This design comes from an exercise in tuning for small area on the open sky130 flow, not from production work. RTL that was checked went through simulation tests only; none was proved equivalent to the original. Power and IR drop assume default switching activity.

==> inputs of 06-26 <==
## systolic_array
module systolic_array
(
    input  logic                      clk_in,
    input  logic                      rst_in,
    input  logic                      load_weight_in,
    input  systolic_pkg::weight_t     weight_in,
    input  systolic_pkg::act_t  [3:0] act_col_in,
    input  systolic_pkg::psum_t [3:0] psum_row_in,
    output systolic_pkg::psum_t [3:0] psum_row_out,
    output systolic_pkg::act_t  [3:0] act_col_out
);
clock: 5.4 ns
lec_check: 0
cap_margin: 0
core_margin: 2
core_utilization: 60
gpl_timing_driven: 0
slew_margin: 0
synth_hierarchical: 1
standard.sh (not shown) runs the stock make flow with config.mk's settings and CLKGATE_MAP_FILE= SYNTH_SCRIPT=/design/flow/synth_recipe.tcl, a recipe that flattens the netlist after the stock synthesis.
==> flow/flow/run.sh <==
#!/bin/bash
# Layout flow: the standard ORFS flow (standard.sh, standard synthesis
# unchanged) with layout-only changes:
#  - the buffers synthesis left are removed at floorplan (REMOVE_ABC_BUFFERS),
#    and global placement is not timing-driven; timing is repaired after CTS
#    as in the standard flow;
#  - the port buffers that placement inserts use the smallest buffer cell
#    (every input and output port still gets its own buffer);
#  - clock tree synthesis inserts no dummy loads, uses clkbuf_8 and clusters
#    up to 16 sinks within 80 um.
# make's full output goes to standard.log in the work folder; ORFS keeps each
# tool's own log under orfs/logs/.
set -euo pipefail
bash standard.sh \
    "REMOVE_ABC_BUFFERS=1" \
    "BUFFER_PORTS_ARGS=-buffer_cell sky130_fd_sc_hd__buf_1" \
    "CTS_ARGS=-sink_clustering_enable -repair_clock_nets -dont_use_dummy_load -buf_list sky130_fd_sc_hd__clkbuf_8 -sink_clustering_size 16 -sink_clustering_max_diameter 80" \
    finish > standard.log 2>&1
==> inputs of 11-14, as changes to 06-26 <==
- CORE_UTILIZATION: 60 -> 70
==> inputs of 01-21, as changes to 06-26 <==
==> flow/flow/run.sh (replaced) <==
#!/bin/bash
# Layout flow: the standard ORFS flow (standard.sh, standard synthesis
# unchanged) with two layout-only changes:
#  - the port buffers that placement inserts use the smallest buffer cell
#    (every input and output port still gets its own buffer);
#  - clock tree synthesis inserts no dummy loads.
# make's full output goes to standard.log in the work folder; ORFS keeps each
# tool's own log under orfs/logs/.
set -euo pipefail
bash standard.sh \
    "BUFFER_PORTS_ARGS=-buffer_cell sky130_fd_sc_hd__buf_1" \
    "CTS_ARGS=-sink_clustering_enable -repair_clock_nets -dont_use_dummy_load" \
    finish > standard.log 2>&1
- GPL_TIMING_DRIVEN: 0 -> not set
==> qor summary <==
metric                                                                     06-26         11-14         01-21
Result of the run                               no timing/DRC/antenna violations  no timing/DRC/antenna violations  no timing/DRC/antenna violations
Total met3 wirelength after detailed routing                            14110 um      15310 um      12700 um
Global routing met1 resource utilization                                  48.07%        51.47%        48.95%
Achievable clock frequency                                             191.1 MHz     189.5 MHz     194.1 MHz
Met3 Resource Use GR                                                      8.087%        9.802%        7.759%
Non-clock buffer contribution to total cell area                          2.280%        2.291%        3.331%
Worst EP arrival                                                         5.90 ns       5.87 ns       5.72 ns
Initial detailed-routing violation count                                    2768          2987          2663
Pin count of the biggest net entering global routing                          46            46           139
Post-Route M1 WL                                                        56640 um      49910 um      58680 um
Worst Hold Margin                                                      0.2697 ns     0.3357 ns     0.3387 ns
Growth of design area from synthesis to finish                          -0.9249%       -1.387%        1.789%
Fin crit share                                                            96.90%        97.72%        95.42%
Wire length of the first global-routing pass                           226900 um     219400 um     232300 um
Fraction of area in multi-input gates                                     67.52%        67.83%        65.72%
Half-perimeter wire length after placement                             116400 um     112400 um     126400 um
Highest metal layer with signal wires                                       met5          met4          met5
Final antenna diode count                                                      6             3             7
Reported clock group power                                               2.04 mW       1.99 mW       3.38 mW
Register clock-pin slew on the reported worst setup and hold paths       0.10 ns       0.09 ns       0.06 ns
Power density over cell area                                        705.2 nW/um2  702.1 nW/um2  724.6 nW/um2
Core area                                                              85550 um2     73210 um2     85550 um2
Share of the core filled with cells                                       60.17%        69.98%        61.81%

---

==> job 280 <==
systolic_array, a different RTL version from the one above (not shown whole).
==> module han, before the edit <==
module han (
    input  logic a, b,
    output logic s, co
);
    assign s  = ~(a ^ b);
    assign co = a | b;
endmodule
==> module systolic_array, before the edit <==
module systolic_array
(
    input  logic                      clk_in,
    input  logic                      rst_in,
    input  logic                      load_weight_in,
    input  systolic_pkg::weight_t     weight_in,
    input  systolic_pkg::act_t  [3:0] act_col_in,
    input  systolic_pkg::psum_t [3:0] psum_row_in,
    output systolic_pkg::psum_t [3:0] psum_row_out,
    output systolic_pkg::act_t  [3:0] act_col_out
);
    localparam int SPLIT = 6;
    logic [3:0] slot_cnt;
    always_ff @(posedge clk_in or negedge rst_in) begin
        if (!rst_in)              slot_cnt <= '0;
        else if (!load_weight_in) slot_cnt <= '0;
        else                      slot_cnt <= slot_cnt + 4'd1;
    end
    logic       wen   [4];
    logic [3:0] wslot [4];
    systolic_pkg::weight_t wval [4];
    assign wen[0]   = load_weight_in;
    assign wslot[0] = slot_cnt;
    assign wval[0]  = weight_in;
    always_ff @(posedge clk_in or negedge rst_in) begin
        if (!rst_in) begin
            wen[1] <= 1'b0;
            wen[2] <= 1'b0;
            wen[3] <= 1'b0;
        end else begin
            wen[1] <= wen[0] & (wslot[0][1:0] != 2'd3);
            wen[2] <= wen[1] & (wslot[1][1:0] != 2'd2);
            wen[3] <= wen[2] & (wslot[2][1:0] == 2'd0);
        end
    end
    always_ff @(posedge clk_in) begin
        wslot[1] <= wslot[0];
        wslot[2] <= wslot[1];
        wslot[3] <= wslot[2];
        wval[1]  <= wval[0];
        wval[2]  <= wval[1];
        wval[3]  <= wval[2];
    end
    systolic_pkg::weight_t wbank [4][4];
    for (genvar r = 0; r < 4; r++) begin : g_wr
        for (genvar c = 0; c < 4; c++) begin : g_wc
            always_ff @(posedge clk_in or negedge rst_in) begin
                if (!rst_in)
                    wbank[r][c] <= '0;
                else if (wen[3-c] && wslot[3-c] == 4'(4*r+c))
                    wbank[r][c] <= wval[3-c];
            end
        end
    end
    systolic_pkg::act_t act_d [7][4];
    for (genvar c = 0; c < 4; c++) begin : g_act
        localparam int DEPTH = (c == 0) ? 7 : (c == 1) ? 6 : 5;
        always_ff @(posedge clk_in or negedge rst_in) begin
            if (!rst_in) begin
                for (int d = 0; d < DEPTH; d++) act_d[d][c] <= '0;
            end else begin
                act_d[0][c] <= act_col_in[c];
                for (int d = 1; d < DEPTH; d++) act_d[d][c] <= act_d[d-1][c];
            end
        end
        assign act_col_out[c] = act_d[4][c];
    end
    for (genvar r = 0; r < 4; r++) begin : g_row
        logic [SPLIT-1:0]  lo, lo_q;
        logic [19:SPLIT]   cx, cx_q;
        logic [18:SPLIT]   cy, cy_q;
        row_mac u_mac (
            .a0 (act_d[3+r][0]), .a1 (act_d[2+r][1]), .a2 (act_d[1+r][2]), .a3 (act_d[r][3]),
            .w0 (wbank[r][0]),   .w1 (wbank[r][1]),   .w2 (wbank[r][2]),   .w3 (wbank[r][3]),
            .p  (psum_row_in[r]),
            .lo (lo), .cx (cx), .cy (cy)
        );
        always_ff @(posedge clk_in or negedge rst_in) begin
            if (!rst_in) begin
                lo_q <= '0;
                cx_q <= '0;
                cy_q <= '0;
            end else begin
                lo_q <= lo;
                cx_q <= cx;
                cy_q <= cy;
            end
        end
        assign psum_row_out[r] = {cx_q + {1'b0, cy_q}, lo_q};
    end
endmodule
Settings: LEC_CHECK=0, CAP_MARGIN=20, CORE_MARGIN=2, CORE_UTILIZATION=40, SLEW_MARGIN=20, SYNTH_HIERARCHICAL=1; clock period 5.4 ns.
run.sh (not shown) runs the stock make flow with config.mk's settings and CLKGATE_MAP_FILE= SYNTH_SCRIPT=/design/flow/synth_recipe.tcl, a recipe that flattens the netlist after the stock synthesis.
Stock flow here: none of the scripts above is used.
==> inputs of job 6187, as changes to job 280 <==
--- a/flow/design.v
+++ b/flow/design.v
@@ -708,18 +708,70 @@
 );
     assign s  = a ^ b;
     assign co = a & b;
 endmodule
 module han (
     input  logic a, b,
     output logic s, co
 );
-    assign s  = ~(a ^ b);
-    assign co = a | b;
+    xnor_g u_s  (.a(a), .b(b), .y(s));
+    or_g   u_co (.a(a), .b(b), .y(co));
+endmodule
+module xnor_g (
+    input  logic a, b,
+    output logic y
+);
+    assign y = ~(a ^ b);
+endmodule
+module or_g (
+    input  logic a, b,
+    output logic y
+);
+    assign y = a | b;
+endmodule
+module out_add (
+    input  logic [19:6] x,
+    input  logic [18:6] y,
+    output logic [19:6] s
+);
+    logic [18:6] g, p;
+    logic [19:6] c;
+    out_pg    u_pg  (.x (x[18:6]), .y (y), .g (g), .p (p));
+    out_carry u_cy  (.g (g), .p (p), .c (c));
+    out_sum   u_sum (.x (x), .p (p), .c (c), .s (s));
+endmodule
+module out_pg (
+    input  logic [18:6] x, y,
+    output logic [18:6] g, p
+);
+    assign g = x & y;
+    assign p = x ^ y;
+endmodule
+module out_carry (
+    input  logic [18:6] g, p,
+    output logic [19:6] c
+);
+    assign c[6] = 1'b0;
+    for (genvar i = 6; i < 19; i++) begin : g_c
+        if ((i - 6) % 2 == 1 && i > 6) begin : g_skip
+            assign c[i+1] = g[i] | (p[i] & g[i-1]) | (p[i] & p[i-1] & c[i-1]);
+        end else begin : g_one
+            assign c[i+1] = g[i] | (p[i] & c[i]);
+        end
+    end
+endmodule
+module out_sum (
+    input  logic [19:6] x,
+    input  logic [18:6] p,
+    input  logic [19:6] c,
+    output logic [19:6] s
+);
+    assign s[18:6] = p ^ c[18:6];
+    assign s[19] = x[19] ^ c[19];
 endmodule
 module systolic_array
 (
     input  logic                      clk_in,
     input  logic                      rst_in,
     input  logic                      load_weight_in,
     input  systolic_pkg::weight_t     weight_in,
     input  systolic_pkg::act_t  [3:0] act_col_in,
@@ -799,11 +851,12 @@
                 cx_q <= '0;
                 cy_q <= '0;
             end else begin
                 lo_q <= lo;
                 cx_q <= cx;
                 cy_q <= cy;
             end
         end
-        assign psum_row_out[r] = {cx_q + {1'b0, cy_q}, lo_q};
+        out_add u_add (.x (cx_q), .y (cy_q), .s (psum_row_out[r][19:SPLIT]));
+        assign psum_row_out[r][SPLIT-1:0] = lo_q;
     end
 endmodule
Settings changed: CAP_MARGIN 20 to 0, CORE_UTILIZATION 40 to 60, CTS_BUF_LIST set to sky130_fd_sc_hd__clkbuf_4 sky130_fd_sc_hd__clkbuf_8, SLEW_MARGIN 20 to 0.
==> inputs of job 1259, as changes to job 280 <==
--- a/flow/design.v
+++ b/flow/design.v
@@ -13,18 +13,18 @@
         weight_t value;
     } weight_wr_t;
 endpackage
 module row_mac (
     input  logic [8:0]  a0, a1, a2, a3,
     input  logic [8:0]  w0, w1, w2, w3,
     input  logic [19:0] p,
     output logic [5:0]  lo,
-    output logic [19:6] cx,
-    output logic [18:6] cy
+    output logic [19:6] cxn,
+    output logic [18:6] cyn
 );
     logic [19:0] pn;
     assign pn = ~p;
     logic t0, t1;
     fa u_t0 (.a(~(a0[0] & w0[0])), .b(~(a1[0] & w1[0])), .c(~(a2[0] & w2[0])), .s(t0), .co(t1));
     logic t2, t3;
     fa u_t2 (.a(~(a3[0] & w3[0])), .b(t0), .c(pn[0]), .s(t2), .co(t3));
     logic t4, t5;
@@ -662,43 +662,43 @@
     logic t636, t637;
     fa u_t636 (.a(pn[18]), .b(t631), .c(t633), .s(t636), .co(t637));
     assign lo[0] = ~t2;
     assign lo[1] = ~t12;
     assign lo[2] = ~t30;
     assign lo[3] = ~t56;
     assign lo[4] = ~t90;
     assign lo[5] = ~t132;
-    assign cx[6] = ~t133;
-    assign cy[6] = ~t180;
-    assign cx[7] = ~t236;
-    assign cy[7] = ~t181;
-    assign cx[8] = ~t237;
-    assign cy[8] = ~t300;
-    assign cx[9] = ~t301;
-    assign cy[9] = ~t364;
-    assign cx[10] = ~t422;
-    assign cy[10] = ~t424;
-    assign cx[11] = ~t425;
-    assign cy[11] = ~t478;
-    assign cx[12] = ~t524;
-    assign cy[12] = ~t479;
-    assign cx[13] = ~t525;
-    assign cy[13] = ~t562;
-    assign cx[14] = ~t563;
-    assign cy[14] = ~t592;
-    assign cx[15] = ~t593;
-    assign cy[15] = ~t614;
-    assign cx[16] = ~t628;
-    assign cy[16] = ~t615;
-    assign cx[17] = ~t634;
-    assign cy[17] = ~t629;
-    assign cx[18] = ~t636;
-    assign cy[18] = ~t635;
-    assign cx[19] = ~(1'b0 ^ pn[19] ^ t637);
+    assign cxn[6] = t133;
+    assign cyn[6] = t180;
+    assign cxn[7] = t236;
+    assign cyn[7] = t181;
+    assign cxn[8] = t237;
+    assign cyn[8] = t300;
+    assign cxn[9] = t301;
+    assign cyn[9] = t364;
+    assign cxn[10] = t422;
+    assign cyn[10] = t424;
+    assign cxn[11] = t425;
+    assign cyn[11] = t478;
+    assign cxn[12] = t524;
+    assign cyn[12] = t479;
+    assign cxn[13] = t525;
+    assign cyn[13] = t562;
+    assign cxn[14] = t563;
+    assign cyn[14] = t592;
+    assign cxn[15] = t593;
+    assign cyn[15] = t614;
+    assign cxn[16] = t628;
+    assign cyn[16] = t615;
+    assign cxn[17] = t634;
+    assign cyn[17] = t629;
+    assign cxn[18] = t636;
+    assign cyn[18] = t635;
+    assign cxn[19] = (1'b0 ^ pn[19] ^ t637);
 endmodule
 module fa (
     input  logic a, b, c,
     output logic s, co
 );
     assign s  = a ^ b ^ c;
     assign co = (a & b) | (a & c) | (b & c);
 endmodule
@@ -708,18 +708,70 @@
 );
     assign s  = a ^ b;
     assign co = a & b;
 endmodule
 module han (
     input  logic a, b,
     output logic s, co
 );
-    assign s  = ~(a ^ b);
-    assign co = a | b;
+    xnor_g u_s  (.a(a), .b(b), .y(s));
+    or_g   u_co (.a(a), .b(b), .y(co));
+endmodule
+module xnor_g (
+    input  logic a, b,
+    output logic y
+);
+    assign y = ~(a ^ b);
+endmodule
+module or_g (
+    input  logic a, b,
+    output logic y
+);
+    assign y = a | b;
+endmodule
+module out_add (
+    input  logic [19:6] xn,
+    input  logic [18:6] yn,
+    output logic [19:6] s
+);
+    logic [18:6] g, p;
+    logic [19:6] c;
+    out_pg    u_pg  (.x (xn[18:6]), .y (yn), .g (g), .p (p));
+    out_carry u_cy  (.g (g), .p (p), .c (c));
+    out_sum   u_sum (.x (xn), .p (p), .c (c), .s (s));
+endmodule
+module out_pg (
+    input  logic [18:6] x, y,
+    output logic [18:6] g, p
+);
+    assign g = x & y;
+    assign p = x ^ y;
+endmodule
+module out_carry (
+    input  logic [18:6] g, p,
+    output logic [19:6] c
+);
+    assign c[6] = 1'b1;
+    for (genvar i = 6; i < 19; i++) begin : g_c
+        if (1 && (i - 6) % 2 == 1) begin : g_skip
+            assign c[i+1] = g[i] | (p[i] & g[i-1]) | (p[i] & p[i-1] & c[i-1]);
+        end else begin : g_one
+            assign c[i+1] = g[i] | (p[i] & c[i]);
+        end
+    end
+endmodule
+module out_sum (
+    input  logic [19:6] x,
+    input  logic [18:6] p,
+    input  logic [19:6] c,
+    output logic [19:6] s
+);
+    assign s[18:6] = ~(p ^ c[18:6]);
+    assign s[19] = x[19] ^ c[19];
 endmodule
 module systolic_array
 (
     input  logic                      clk_in,
     input  logic                      rst_in,
     input  logic                      load_weight_in,
     input  systolic_pkg::weight_t     weight_in,
     input  systolic_pkg::act_t  [3:0] act_col_in,
@@ -729,49 +781,52 @@
 );
     localparam int SPLIT = 6;
     logic [3:0] slot_cnt;
     always_ff @(posedge clk_in or negedge rst_in) begin
         if (!rst_in)              slot_cnt <= '0;
         else if (!load_weight_in) slot_cnt <= '0;
         else                      slot_cnt <= slot_cnt + 4'd1;
     end
-    logic       wen   [4];
-    logic [3:0] wslot [4];
-    systolic_pkg::weight_t wval [4];
-    assign wen[0]   = load_weight_in;
-    assign wslot[0] = slot_cnt;
-    assign wval[0]  = weight_in;
+    logic                  wen1, wen2, wen3;
+    logic [3:0]            wslot1;      
+    logic [1:0]            wrow2, wrow3;
+    logic                  wcol2;       
+    systolic_pkg::weight_t wval1, wval2, wval3;
     always_ff @(posedge clk_in or negedge rst_in) begin
         if (!rst_in) begin
-            wen[1] <= 1'b0;
-            wen[2] <= 1'b0;
-            wen[3] <= 1'b0;
+            wen1 <= 1'b0;
+            wen2 <= 1'b0;
+            wen3 <= 1'b0;
         end else begin
-            wen[1] <= wen[0] & (wslot[0][1:0] != 2'd3);
-            wen[2] <= wen[1] & (wslot[1][1:0] != 2'd2);
-            wen[3] <= wen[2] & (wslot[2][1:0] == 2'd0);
+            wen1 <= load_weight_in & (slot_cnt[1:0] != 2'd3);
+            wen2 <= wen1 & (wslot1[1:0] != 2'd2);
+            wen3 <= wen2 & ~wcol2;
         end
     end
     always_ff @(posedge clk_in) begin
-        wslot[1] <= wslot[0];
-        wslot[2] <= wslot[1];
-        wslot[3] <= wslot[2];
-        wval[1]  <= wval[0];
-        wval[2]  <= wval[1];
-        wval[3]  <= wval[2];
+        wslot1 <= slot_cnt;
+        wrow2  <= wslot1[3:2];
+        wcol2  <= wslot1[0];
+        wrow3  <= wrow2;
+        wval1  <= weight_in;
+        wval2  <= wval1;
+        wval3  <= wval2;
     end
     systolic_pkg::weight_t wbank [4][4];
     for (genvar r = 0; r < 4; r++) begin : g_wr
-        for (genvar c = 0; c < 4; c++) begin : g_wc
-            always_ff @(posedge clk_in or negedge rst_in) begin
-                if (!rst_in)
-                    wbank[r][c] <= '0;
-                else if (wen[3-c] && wslot[3-c] == 4'(4*r+c))
-                    wbank[r][c] <= wval[3-c];
+        localparam logic [1:0] ROW = r;
+        always_ff @(posedge clk_in or negedge rst_in) begin
+            if (!rst_in) begin
+                for (int c = 0; c < 4; c++) wbank[r][c] <= '0;
+            end else begin
+                if (load_weight_in && slot_cnt == {ROW, 2'd3}) wbank[r][3] <= weight_in;
+                if (wen1 && wslot1 == {ROW, 2'd2})             wbank[r][2] <= wval1;
+                if (wen2 && wcol2 && wrow2 == ROW)         wbank[r][1] <= wval2;
+                if (wen3 && wrow3 == ROW)                  wbank[r][0] <= wval3;
             end
         end
     end
     systolic_pkg::act_t act_d [7][4];
     for (genvar c = 0; c < 4; c++) begin : g_act
         localparam int DEPTH = (c == 0) ? 7 : (c == 1) ? 6 : 5;
         always_ff @(posedge clk_in or negedge rst_in) begin
             if (!rst_in) begin
@@ -780,30 +835,31 @@
                 act_d[0][c] <= act_col_in[c];
                 for (int d = 1; d < DEPTH; d++) act_d[d][c] <= act_d[d-1][c];
             end
         end
         assign act_col_out[c] = act_d[4][c];
     end
     for (genvar r = 0; r < 4; r++) begin : g_row
         logic [SPLIT-1:0]  lo, lo_q;
-        logic [19:SPLIT]   cx, cx_q;
-        logic [18:SPLIT]   cy, cy_q;
+        logic [19:SPLIT]   cxn, cxn_q;
+        logic [18:SPLIT]   cyn, cyn_q;
         row_mac u_mac (
             .a0 (act_d[3+r][0]), .a1 (act_d[2+r][1]), .a2 (act_d[1+r][2]), .a3 (act_d[r][3]),
             .w0 (wbank[r][0]),   .w1 (wbank[r][1]),   .w2 (wbank[r][2]),   .w3 (wbank[r][3]),
             .p  (psum_row_in[r]),
-            .lo (lo), .cx (cx), .cy (cy)
+            .lo (lo), .cxn (cxn), .cyn (cyn)
         );
         always_ff @(posedge clk_in or negedge rst_in) begin
             if (!rst_in) begin
-                lo_q <= '0;
-                cx_q <= '0;
-                cy_q <= '0;
+                lo_q  <= '0;
+                cxn_q <= '1;
+                cyn_q <= '1;
             end else begin
-                lo_q <= lo;
-                cx_q <= cx;
-                cy_q <= cy;
+                lo_q  <= lo;
+                cxn_q <= cxn;
+                cyn_q <= cyn;
             end
         end
-        assign psum_row_out[r] = {cx_q + {1'b0, cy_q}, lo_q};
+        out_add u_add (.xn (cxn_q), .yn (cyn_q), .s (psum_row_out[r][19:SPLIT]));
+        assign psum_row_out[r][SPLIT-1:0] = lo_q;
     end
 endmodule
Settings changed: CAP_MARGIN 20 to 0, CORE_UTILIZATION 40 to 60, SLEW_MARGIN 20 to 0.
==> summary.txt <==
Compound-gate portion of the synthesized area: 1.06%
Number of global-route vias before repair: 37.4k
Die Height: 298 um
Worst-path maximum fanout: 11
Initial drt markers: 2885
Post-synth top area share: 48.0%
H-Tree Depth: 3
Worst Hold End: act_d[8][0]
Cells after Synth: 4032
Fillers: 6602
# nets final: 5650
Outcome: complete, no violations
Largest cells by area after synthesis: fa_1, dfrtp_1, nand2_1
Pwr/cell area: 716 nW/um2
VDD IR max: 2.05 mV
That was job 6187.
==> summary.txt <==
Compound-gate portion of the synthesized area: 1.51%
Worst Hold End: wslot[2][1]
VDD IR max: 1.66 mV
Fillers: 12.2k
Outcome: complete, no violations
Worst-path maximum fanout: 10
Post-synth top area share: 47.4%
Cells after Synth: 4248
# nets final: 5901
Die Height: 367 um
H-Tree Depth: 2
Pwr/cell area: 688 nW/um2
Number of global-route vias before repair: 36.0k
Initial drt markers: 2692
That was job 280.
==> summary.txt <==
Outcome: complete, no violations
Die Height: 299 um
Cells after Synth: 4020
Worst Hold End: act_d[4][4]
Fillers: 6571
Worst-path maximum fanout: 11
Post-synth top area share: 47.6%
H-Tree Depth: 2
That was job 1259.
Only the layout flow was run in job 6187 and job 1259; the RTL was not checked for function there.

[what the ideal ports hide]
Ports are ideal in the flow. The routed layouts listed here were re-timed in OpenROAD. Step 1: set_driving_cell puts a clkbuf_16 on clk_in and a buf_2 on each other input, an assumption about the parent block. Step 2 times the ports against the registers' clock, not the clock port: input delays grow and output delays shrink by t, the midpoint of the rising clock arrivals with the driver on. a / b / c = ideal / step 1 / step 2; a / b = the first two.
| run | shift t [ns] | slack for setup (ns) | clock arrival spread, ns | worst slew at a driven data input, ns |
|---|---|---|---|---|
| 06-26 | 0.763 | 0.167 / 0.167 / 0.167 | 0.105 / 0.105 | 0.13 |
| 11-14 | 0.734 | 0.123 / 0.123 / 0.123 | 0.062 / 0.062 | 0.14 |
| 01-21 | 0.712 | 0.248 / 0.248 / 0.248 | 0.060 / 0.060 | 0.16 |
| job 280 | 0.732 | 0.233 / 0.233 / 0.233 | 0.047 / 0.047 | 0.16 |
| job 6187 | 0.789 | 0.127 / 0.127 / 0.127 | 0.060 / 0.060 | 0.12 |
| job 1259 | 0.718 | 0.116 / 0.116 / 0.116 | 0.022 / 0.023 | 0.09 |
After both steps every run listed still meets setup and hold.
